Background: an optimization exercise with open tools, aiming at small area, a short achievable clock period and few clock cycles per item. Do not read the settings as production practice. Only simulation tests tie the RTL to the original design; equivalence was not proved. Power and IR drop assume default switching activity.

$ cat config.mk
export PLATFORM = sky130hd
export DESIGN_NAME = gnss_satellite_table_builder_top
export DESIGN_NICKNAME = gnss_satellite_table_builder_top
export VERILOG_FILES = /design/flow/design.v
export SDC_FILE = /design/flow/constraint.sdc
export NUM_CORES = 4
export LEC_CHECK = 0
export CAP_MARGIN = 20
export CORE_MARGIN = 2
export CORE_UTILIZATION = 40
export SLEW_MARGIN = 20
$ cat constraint.sdc
create_clock -name core_clock -period 5.5 [get_ports {clk}]
set_input_delay 1.1000 -clock core_clock [delete_from_list [all_inputs] [get_ports {clk}]]
set_output_delay 1.1000 -clock core_clock [all_outputs]
set_load 0.01 [all_outputs]
$ cat design.v
`timescale 1ns / 1ps
package gstb_pkg;
	localparam int unsigned MAX_SATS_DEF = 32;
	localparam int unsigned IN_TDATA_W  = 64;
	localparam int unsigned OUT_TDATA_W = 56;
	localparam int unsigned COUNT_W     = 6;
	localparam logic [1:0] CMD_VISIBLE = 2'd0;
	localparam logic [1:0] CMD_USED    = 2'd1;
	localparam logic [1:0] CMD_COMMIT  = 2'd2;
	localparam logic [7:0] CONST_GPS     = 8'd0;
	localparam logic [7:0] CONST_GALILEO = 8'd2;
	localparam logic [7:0] CONST_BEIDOU  = 8'd3;
	localparam logic [7:0] CONST_QZSS    = 8'd5;
	localparam logic [7:0] CONST_GLONASS = 8'd6;
	localparam logic [7:0] CONST_UNKNOWN = 8'd255;
	localparam logic [2:0] BAND_NONE = 3'd0;
	localparam logic [2:0] BAND_L1   = 3'd1;
	localparam logic [2:0] BAND_L2   = 3'd2;
	localparam logic [2:0] BAND_L5   = 3'd5;
	localparam logic signed [7:0] ELEV_NONE = -8'sd128;
	localparam logic signed [9:0] AZIM_NONE = -10'sd1;
	localparam int unsigned USED_KEY_W = 16;
	localparam int unsigned VIS_CELL_W = 46;
	localparam int unsigned VIS_CTRL_W = 18;
	typedef struct packed {
		logic [7:0] constellation;
		logic [7:0] sat;
	} used_key_t;
	typedef struct packed {
		logic [7:0]        constellation;
		logic [7:0]        sat;
		logic [6:0]        cn0;
		logic [2:0]        band;
		logic signed [7:0] elev;
		logic signed [9:0] azim;
		logic              healthy;
	} vis_entry_t;
	typedef struct packed {
		vis_entry_t entry;
		logic       used;
	} vis_cell_t;
	typedef struct packed {
		logic      shift;
		logic      mark;
		used_key_t mark_key;
	} vis_ctrl_t;
	typedef struct packed {
		logic [1:0]        cmd;
		logic [7:0]        talker_first;
		logic [7:0]        talker_second;
		logic [7:0]        signal_id;
		logic [7:0]        sat;
		logic signed [7:0] snr;
		logic [6:0]        elevation;
		logic [8:0]        azimuth;
		logic [3:0]        sys_code;
	} item_t;
	function automatic logic [7:0] talker_to_const(input logic [7:0] a, input logic [7:0] b);
		logic [7:0] c;
		c = CONST_UNKNOWN;
		if (a == "G") begin
			case (b)
				"P": c = CONST_GPS;
				"L": c = CONST_GLONASS;
				"A": c = CONST_GALILEO;
				"B": c = CONST_BEIDOU;
				"Q": c = CONST_QZSS;
				default: c = CONST_UNKNOWN;
			endcase
		end else if (a == "B" && b == "D") begin
			c = CONST_BEIDOU;
		end else if (a == "Q" && b == "Z") begin
			c = CONST_QZSS;
		end
		talker_to_const = c;
	endfunction
	function automatic logic [7:0] system_to_const(input logic [3:0] s);
		logic [7:0] c;
		case (s)
			4'd1: c = CONST_GPS;
			4'd2: c = CONST_GLONASS;
			4'd3: c = CONST_GALILEO;
			4'd4: c = CONST_BEIDOU;
			4'd5: c = CONST_QZSS;
			default: c = CONST_UNKNOWN;
		endcase
		system_to_const = c;
	endfunction
	function automatic logic [2:0] band_of(input logic [7:0] c, input logic [7:0] s);
		logic [2:0] b;
		b = BAND_NONE;
		case (c)
			CONST_GPS: begin
				if (s == 8'd0) b = BAND_L1;
				else if (s == 8'd3 || s == 8'd4) b = BAND_L2;
				else if (s == 8'd6 || s == 8'd7) b = BAND_L5;
			end
			CONST_GALILEO: begin
				if (s <= 8'd1) b = BAND_L1;
				else if (s >= 8'd3 && s <= 8'd6) b = BAND_L5;
			end
			CONST_BEIDOU: begin
				if (s <= 8'd1) b = BAND_L1;
				else if (s == 8'd2 || s == 8'd3) b = BAND_L2;
				else if (s == 8'd5 || s == 8'd7) b = BAND_L5;
			end
			CONST_QZSS: begin
				if (s <= 8'd1) b = BAND_L1;
				else if (s == 8'd4 || s == 8'd5) b = BAND_L2;
				else if (s == 8'd8 || s == 8'd9) b = BAND_L5;
			end
			CONST_GLONASS: begin
				if (s == 8'd0) b = BAND_L1;
				else if (s == 8'd2) b = BAND_L2;
			end
			default: b = BAND_NONE;
		endcase
		band_of = b;
	endfunction
endpackage
`timescale 1ns / 1ps
module gstb_used_cell (
	input  logic                clk,
	input  logic                wr_en,
	input  logic [gstb_pkg::USED_KEY_W-1:0] wr_key,
	input  logic                valid,
	input  logic [gstb_pkg::USED_KEY_W-1:0] probe,
	output logic                hit
);
	logic [gstb_pkg::USED_KEY_W-1:0] key_q;
	always_ff @(posedge clk) begin
		if (wr_en) begin
			key_q <= wr_key;
		end
	end
	assign hit = valid && (key_q == probe);
endmodule
`timescale 1ns / 1ps
module gstb_vis_cell (
	input  logic              clk,
	input  logic              wr_en,
	input  logic [gstb_pkg::VIS_CELL_W-1:0] wr_data,
	input  logic [gstb_pkg::VIS_CTRL_W-1:0] ctrl_bits,
	input  logic [gstb_pkg::VIS_CELL_W-1:0] nb_in,
	output logic [gstb_pkg::VIS_CELL_W-1:0] data
);
	gstb_pkg::vis_cell_t cell_q;
	gstb_pkg::vis_ctrl_t ctrl;
	logic      key_hit;
	assign ctrl = ctrl_bits;
	assign key_hit = (cell_q.entry.constellation == ctrl.mark_key.constellation) &&
		(cell_q.entry.sat == ctrl.mark_key.sat);
	always_ff @(posedge clk) begin
		if (wr_en) begin
			cell_q <= wr_data;
		end else if (ctrl.shift) begin
			cell_q <= nb_in;
		end else if (ctrl.mark && key_hit) begin
			cell_q.used <= 1'b1;
		end
	end
	assign data = cell_q;
endmodule
`timescale 1ns / 1ps
module gnss_satellite_table_builder_top #(
	parameter int unsigned MAX_SATS = gstb_pkg::MAX_SATS_DEF
) (
	input  logic                                clk,
	input  logic                                arst_n,
	input  logic                                s_tvalid,
	output logic                                s_tready,
	input  logic [gstb_pkg::IN_TDATA_W-1:0]     s_tdata,
	input  logic [1:0]                          s_tuser,
	output logic                                m_tvalid,
	input  logic                                m_tready,
	output logic [gstb_pkg::OUT_TDATA_W-1:0]    m_tdata,
	output logic                                m_tuser,
	output logic                                m_tlast
);
	localparam int unsigned FILL_W = $clog2(MAX_SATS + 1);
	typedef enum logic [2:0] {
		ST_IDLE  = 3'b001,
		ST_EXEC  = 3'b010,
		ST_DRAIN = 3'b100
	} state_t;
	state_t              state_q;
	gstb_pkg::item_t               item_q;
	logic [FILL_W-1:0]   vfill_q;
	logic [FILL_W-1:0]   ufill_q;
	logic [FILL_W-1:0]   rem_q;
	logic [FILL_W-1:0]   count_q;
	logic                m_tvalid_q;
	logic [gstb_pkg::OUT_TDATA_W-1:0] m_tdata_q;
	logic                m_tuser_q;
	logic                m_tlast_q;
	gstb_pkg::vis_entry_t          new_entry;
	logic                not_reported;
	logic [7:0]          used_const;
	gstb_pkg::used_key_t           probe_key;
	gstb_pkg::used_key_t           used_key;
	logic                is_exec;
	logic                vis_ok;
	logic                used_ok;
	logic                out_free;
	logic                load_marker;
	logic                load_entry;
	logic [MAX_SATS-1:0] used_hit;
	gstb_pkg::vis_ctrl_t           vctrl;
	logic [MAX_SATS*gstb_pkg::VIS_CELL_W-1:0] vcell;
	gstb_pkg::vis_cell_t           head;
	assign s_tready = (state_q == ST_IDLE);
	assign out_free = !m_tvalid_q || m_tready;
	assign is_exec  = (state_q == ST_EXEC);
	always_ff @(posedge clk) begin
		if (s_tvalid && s_tready) begin
			item_q.cmd           <= s_tuser;
			item_q.talker_first  <= s_tdata[7:0];
			item_q.talker_second <= s_tdata[15:8];
			item_q.signal_id     <= s_tdata[23:16];
			item_q.sat           <= s_tdata[31:24];
			item_q.snr           <= $signed(s_tdata[39:32]);
			item_q.elevation     <= s_tdata[46:40];
			item_q.azimuth       <= s_tdata[55:47];
			item_q.sys_code      <= s_tdata[59:56];
		end
	end
	always_comb begin
		not_reported            = (item_q.elevation == 7'd0) && (item_q.azimuth == 9'd0);
		new_entry.constellation = gstb_pkg::talker_to_const(item_q.talker_first, item_q.talker_second);
		new_entry.sat           = item_q.sat;
		new_entry.cn0           = item_q.snr[7] ? 7'd0 : item_q.snr[6:0];
		new_entry.band          = gstb_pkg::band_of(new_entry.constellation, item_q.signal_id);
		new_entry.elev          = not_reported ? gstb_pkg::ELEV_NONE : $signed({1'b0, item_q.elevation});
		new_entry.azim          = not_reported ? gstb_pkg::AZIM_NONE : $signed({1'b0, item_q.azimuth});
		new_entry.healthy       = !item_q.snr[7] && (item_q.snr != 8'sd0);
		used_const              = gstb_pkg::system_to_const(item_q.sys_code);
		probe_key.constellation = new_entry.constellation;
		probe_key.sat           = item_q.sat;
		used_key.constellation  = used_const;
		used_key.sat            = item_q.sat;
	end
	assign vis_ok = is_exec && (item_q.cmd == gstb_pkg::CMD_VISIBLE) && (item_q.sat != 8'd0) &&
		(vfill_q < FILL_W'(MAX_SATS));
	assign used_ok = is_exec && (item_q.cmd == gstb_pkg::CMD_USED) && (item_q.sat != 8'd0) &&
		(used_const != gstb_pkg::CONST_UNKNOWN) && (ufill_q < FILL_W'(MAX_SATS));
	assign load_marker = is_exec && (item_q.cmd == gstb_pkg::CMD_COMMIT) &&
		(vfill_q == '0) && out_free;
	assign load_entry  = (state_q == ST_DRAIN) && out_free;
	always_comb begin
		vctrl.shift    = load_entry;
		vctrl.mark     = used_ok;
		vctrl.mark_key = used_key;
	end
	for (genvar j = 0; j < MAX_SATS; j++) begin : g_used
		gstb_used_cell u_cell (
			.clk   (clk),
			.wr_en (used_ok && (ufill_q == FILL_W'(j))),
			.wr_key(used_key),
			.valid (ufill_q > FILL_W'(j)),
			.probe (probe_key),
			.hit   (used_hit[j])
		);
	end
	for (genvar i = 0; i < MAX_SATS; i++) begin : g_vis
		logic [gstb_pkg::VIS_CELL_W-1:0] wr_cell;
		logic [gstb_pkg::VIS_CELL_W-1:0] nb_cell;
		assign wr_cell = {new_entry, |used_hit};
		if (i == MAX_SATS - 1) begin : g_end
			assign nb_cell = vcell[i*gstb_pkg::VIS_CELL_W +: gstb_pkg::VIS_CELL_W];
		end else begin : g_mid
			assign nb_cell = vcell[(i+1)*gstb_pkg::VIS_CELL_W +: gstb_pkg::VIS_CELL_W];
		end
		gstb_vis_cell u_cell (
			.clk    (clk),
			.wr_en  (vis_ok && (vfill_q == FILL_W'(i))),
			.wr_data(wr_cell),
			.ctrl_bits(vctrl),
			.nb_in  (nb_cell),
			.data   (vcell[i*gstb_pkg::VIS_CELL_W +: gstb_pkg::VIS_CELL_W])
		);
	end
	assign head = vcell[gstb_pkg::VIS_CELL_W-1:0];
	always_ff @(posedge clk or negedge arst_n) begin
		if (!arst_n) begin
			state_q <= ST_IDLE;
			vfill_q <= '0;
			ufill_q <= '0;
			rem_q   <= '0;
			count_q <= '0;
		end else begin
			case (state_q)
				ST_IDLE: begin
					if (s_tvalid) begin
						state_q <= ST_EXEC;
					end
				end
				ST_EXEC: begin
					case (item_q.cmd)
						gstb_pkg::CMD_VISIBLE: begin
							if (vis_ok) vfill_q <= vfill_q + 1'b1;
							state_q <= ST_IDLE;
						end
						gstb_pkg::CMD_USED: begin
							if (used_ok) ufill_q <= ufill_q + 1'b1;
							state_q <= ST_IDLE;
						end
						gstb_pkg::CMD_COMMIT: begin
							if (vfill_q == '0) begin
								if (out_free) begin
									ufill_q <= '0;
									state_q <= ST_IDLE;
								end
							end else begin
								rem_q   <= vfill_q;
								count_q <= vfill_q;
								state_q <= ST_DRAIN;
							end
						end
						default: begin
							state_q <= ST_IDLE;
						end
					endcase
				end
				ST_DRAIN: begin
					if (out_free) begin
						rem_q <= rem_q - 1'b1;
						if (rem_q == FILL_W'(1)) begin
							vfill_q <= '0;
							ufill_q <= '0;
							state_q <= ST_IDLE;
						end
					end
				end
				default: begin
					state_q <= ST_IDLE;
				end
			endcase
		end
	end
	always_ff @(posedge clk or negedge arst_n) begin
		if (!arst_n) begin
			m_tvalid_q <= 1'b0;
		end else if (load_marker || load_entry) begin
			m_tvalid_q <= 1'b1;
		end else if (m_tready) begin
			m_tvalid_q <= 1'b0;
		end
	end
	always_ff @(posedge clk) begin
		if (load_entry) begin
			m_tdata_q <= {4'd0, gstb_pkg::COUNT_W'(count_q), head.entry.healthy, head.used,
				head.entry.azim, head.entry.elev, head.entry.band, head.entry.cn0,
				head.entry.sat, head.entry.constellation};
			m_tuser_q <= 1'b0;
			m_tlast_q <= (rem_q == FILL_W'(1));
		end else if (load_marker) begin
			m_tdata_q <= {4'd0, gstb_pkg::COUNT_W'(0), 1'b0, 1'b0, gstb_pkg::AZIM_NONE, gstb_pkg::ELEV_NONE,
				gstb_pkg::BAND_NONE, 7'd0, 8'd0, gstb_pkg::CONST_UNKNOWN};
			m_tuser_q <= 1'b1;
			m_tlast_q <= 1'b1;
		end
	end
	assign m_tvalid = m_tvalid_q;
	assign m_tdata  = m_tdata_q;
	assign m_tuser  = m_tuser_q;
	assign m_tlast  = m_tlast_q;
endmodule
$ cat run.sh
#!/bin/bash
# synth_recipe.tcl (not shown) runs the flow's synth.tcl, then flattens the netlist and writes it again
# the make line also repeats each setting of config.mk as NAME=value (left out here)
make -C /OpenROAD-flow-scripts/flow DESIGN_CONFIG=/design/flow/config.mk WORK_HOME=/design/flow/orfs CLKGATE_MAP_FILE= SYNTH_SCRIPT=/design/flow/synth_recipe.tcl finish
==> impl_metrics.tcl <==
set metrics [dict create \
    status "complete, no violations" \
    grt_max_degree 80 \
    p_comb_share_pct 12.3 \
    synth_edf_count 1806 \
    synth_common_cells "nand2_1, edfxtp_1, o21ai_0" \
    clk_path_buf_depth 3 \
    placed_cell_area_mm2 0.0877 \
    arrival_ps 5670 \
    dr_total_vias 54000 \
    reg2reg_slack_ps 500 \
    synth.most_common_cell "nand2_1" \
    netlist_area_mm2 0.0830 \
    drcViolationCount 0 \
    start_util_pct 40.2 \
    worst_pin_slew_ps 1160 \
    crit_end "g_vis[28].u_cell.cell_q[0]$_DFFE_PP_" \
    endpoint_kind "register" \
    drt-total-wl_um 207000 \
    holdWs_ps 477 \
    crit_type "reg2reg" \
    crit_fanout 29 \
    reg2reg_from "item_q[45]$_DFFE_PP_" \
    globalRouteMet1Util_pct 24.7 \
    gr-usage-all-layers_pct 19.7 \
    cts_tree "yes" \
    cts_root_buf "clkbuf_16" \
    worstRegToRegCells 10 \
    crit-reg2reg-capture "g_vis[28].u_cell.cell_q[0]$_DFFE_PP_" \
    yosysSeqAreaShare_pct 66.2 \
    grt_overflow_total 0 \
    synth.top_cell.area_share_pct 65.3 \
    clock.fmax_mhz 200 \
    ir_worst_vdd_mv 0.321 \
    drt_iter0_drc 4364 \
    cp_slowest_cell "a2111oi_1" \
    async_flop_share_pct 1.53 \
    setup_viol 0 \
    ys_ff_latch 1835 \
    n_antenna_cell 0 \
    cts_buffers 190 \
    ios 130 \
    critPathMaxStageDelay_ps 1030 \
    synthToLayoutAreaGrowth_pct 13.0 \
    cellLeakagePower_nw 33.3 \
    grt_pass1_wl_um 321000 \
    crit_required_ps 6170 \
    syn_avg_cell_area_um2 11.4 \
    gp_congestion 0.930 \
    grt_util_met3_pct 3.00 \
    synth_top_cell_by_area "edfxtp_1" \
    clkLatencyLatePin_ps 840 \
    grt-busiest-layer "met2" \
    post_cts_buffers 0 \
    slew-limit-headroom_pct 22.7 \
    chipWidth_um 460 \
    power_switching_w 0.00876 \
    met2_usage_pct 34.3 \
    final_antenna_net_count 0 \
    internal_power_w 0.0244 \
    start_kind "register" \
    ys_types 100 \
    worstHoldPathType "reg2reg" \
    htree_num_levels 4 \
    final_cell_area_mm2 0.0938 \
    synth.top_cells.by_area "edfxtp_1, nand2_1, xnor2_1, o21ai_0, clkbuf_1" \
    antenna_found_initial 3 \
    hold_viol_final 0 \
    slew_violations 0 \
    crit_start "item_q[45]$_DFFE_PP_" \
    p_per_area_mw_per_mm2 354 \
    path_cells "or4b_1, a21o_1, a22oi_2, a21boi_4, a211oi_1, a2111oi_1, a32o_1, or4_4, nor2_1, a21oi_1" \
    cap_violations 0 \
    clkPwrFrac_pct 37.9 \
    setup-tns-final_ps 0 \
    yosys_most_used_dff "edfxtp_1" \
    pwr-share-seq_pct 49.8 \
    yosys_warnings 3 \
    grt_setup_unrepaired "no" \
    drive_gt1_share_pct 8.83 \
    dr.pass1.iters 6 \
    fin_cells 10100 \
    finalCritPeriodShare_pct 90.9 \
    port_buffers 121 \
    cts_resized 0 \
    utilization_pct 45.4 \
    worst_setup_hold_path_clk_slew_ps 60 \
    final.min_clock_period_ps 5000 \
    place_inst 9788 \
    fillers 18500 \
    rows 167 \
    routedWlPerCell_um 20.5 \
    p_sw_share_pct 26.4 \
    viasPerCell 5.33 \
    core_mm2 0.207 \
    cts_sinks 1835 \
    grt_pass1_vias 53600 \
    die_h_um 460 \
    dieArea_mm2 0.211 \
    fin_skew_ps 46.0 \
    syn-instance-count 7289 \
    final_nets 7356 \
    place_hpwl_um 139000 \
    cts_hold_buffers 0 \
]
-- cell usage in the layout, fill, tap and decap left out, drive strengths merged, types with 121 or more instances in the layout --
cell type      instances
buf                  224
nor2                 221
clkbuf               238
clkdlybuf4s50        121
xor2                 177
nand4                164
nand2               2187
o21ai                814
xnor2                516
edfxtp              1806
-- power by group through the flow --
| stage | logic (W) | clock network (W) | registers [W] |
|---|---|---|---|
| 6_report | 0.00409 | 0.0126 | 0.0165 |
| 4_1_cts | 0.00413 | 0.0128 | 0.0165 |
| 3_3_place_gp | 0.00403 | 0 | 0.0168 |
| 5_1_grt | 0.00447 | 0.0134 | 0.0166 |
| 3_5_place_dp | 0.00412 | 0 | 0.0168 |
| 2_1_floorplan | 0.00260 | 0 | 0.0166 |
-- critical path, delay by kind of cell, from the launching register on --
| family | cells | cell delay, ps |
|---|---|---|
| compound gates | 7 | 3000 |
| simple gates | 3 | 1310 |
| flops | 1 | 530 |
-- sequential cells by signal (all words and copies together) (netlist names), 3 cells and up --
register             count
g_vis.u_cell.cell_q   1312
g_used.u_cell.key_q    384
m_tdata_q               47
state_q                  3
rem_q                    6
ufill_q                  6
vfill_q                  6
item_q                  62
count_q                  6
-- routing by layer --
metal	up-vias	share of wire, %
met1	26600	41
met3	374	5.3
met4	0	3.6
met2	1445	50
met5	-	0
li1	25600	-
-- stage by stage --
step / power (W) / setup WS [ps]
after floorplan: 0.0192 / 800
after global placement: 0.0208 / 671
after detailed placement: 0.0209 / 631
after CTS: 0.0335 / 604
after global routing: 0.0344 / 429
final: 0.0332 / 498
-- worst min path at each step --
stage	startpoint	end	cells after the start
floorplan	count_q[2]$_DFFE_PN0P_	count_q[2]$_DFFE_PN0P_	2
global route	count_q[2]$_DFFE_PN0P_	count_q[2]$_DFFE_PN0P_	2
global placement	count_q[3]$_DFFE_PN0P_	count_q[3]$_DFFE_PN0P_	2
detailed placement	count_q[1]$_DFFE_PN0P_	count_q[1]$_DFFE_PN0P_	2
finish	count_q[2]$_DFFE_PN0P_	count_q[2]$_DFFE_PN0P_	2
CTS	count_q[1]$_DFFE_PN0P_	count_q[1]$_DFFE_PN0P_	2
-- cells by family after synthesis --
kind of cell               after synthesis  synth area share [%]
adders and majority gates               10                 0.151
muxes                                   48                 0.648
and+or+nand+nor                       3023                  15.5
buffers and inverters                  596                  2.86
other                                    1               0.00452
AOI/OAI and AO/OA                     1083                  7.28
xor gates and xnor gates               693                  7.31
DFF                                   1835                  66.2
-- final cells by class --
cell class / instances / area [um2] / share of cell area [%]
Sequential cell: 1835 / 55000 / 58.6
Timing Repair Buffer: 345 / 3180 / 3.39
Tap cell: 2704 / 3380 / 3.61
Clock inverter: 107 / 1010 / 1.07
Multi-Input combinational cell: 4861 / 26100 / 27.8
Clock buffer: 238 / 5010 / 5.34
Inverter: 43 / 161 / 0.172
Testbench counts, summed over its fixed seeds: cycles 42,635, items 16,018.

==> re-timing with driven ports <==
Ports are ideal in the flow. The routed layout listed here was re-timed in OpenROAD.
Step 1 sets driving cells, clkbuf_16 on the clock port and buf_2 on the other inputs (assumed; they add their load-dependent delay and slew).
Step 2, shift: input delay + t, output delay - t, t = (earliest + latest rising clock arrival at the registers) / 2. This alone moves slack from input paths to output paths.
Three values: ideal ports, drivers, drivers and shift; two values: the first two.
t, ns: 0.906
setup slack, ns: 0.498 / 0.498 / 0.498
hold slack, ns: 0.477 / 0.477 / 0.477
cell pins on the clock port's net: 1
After both steps this run still meets setup and hold. The setup slack of this run moves by 0.000 ns with the drivers and by 0.000 ns with both steps.
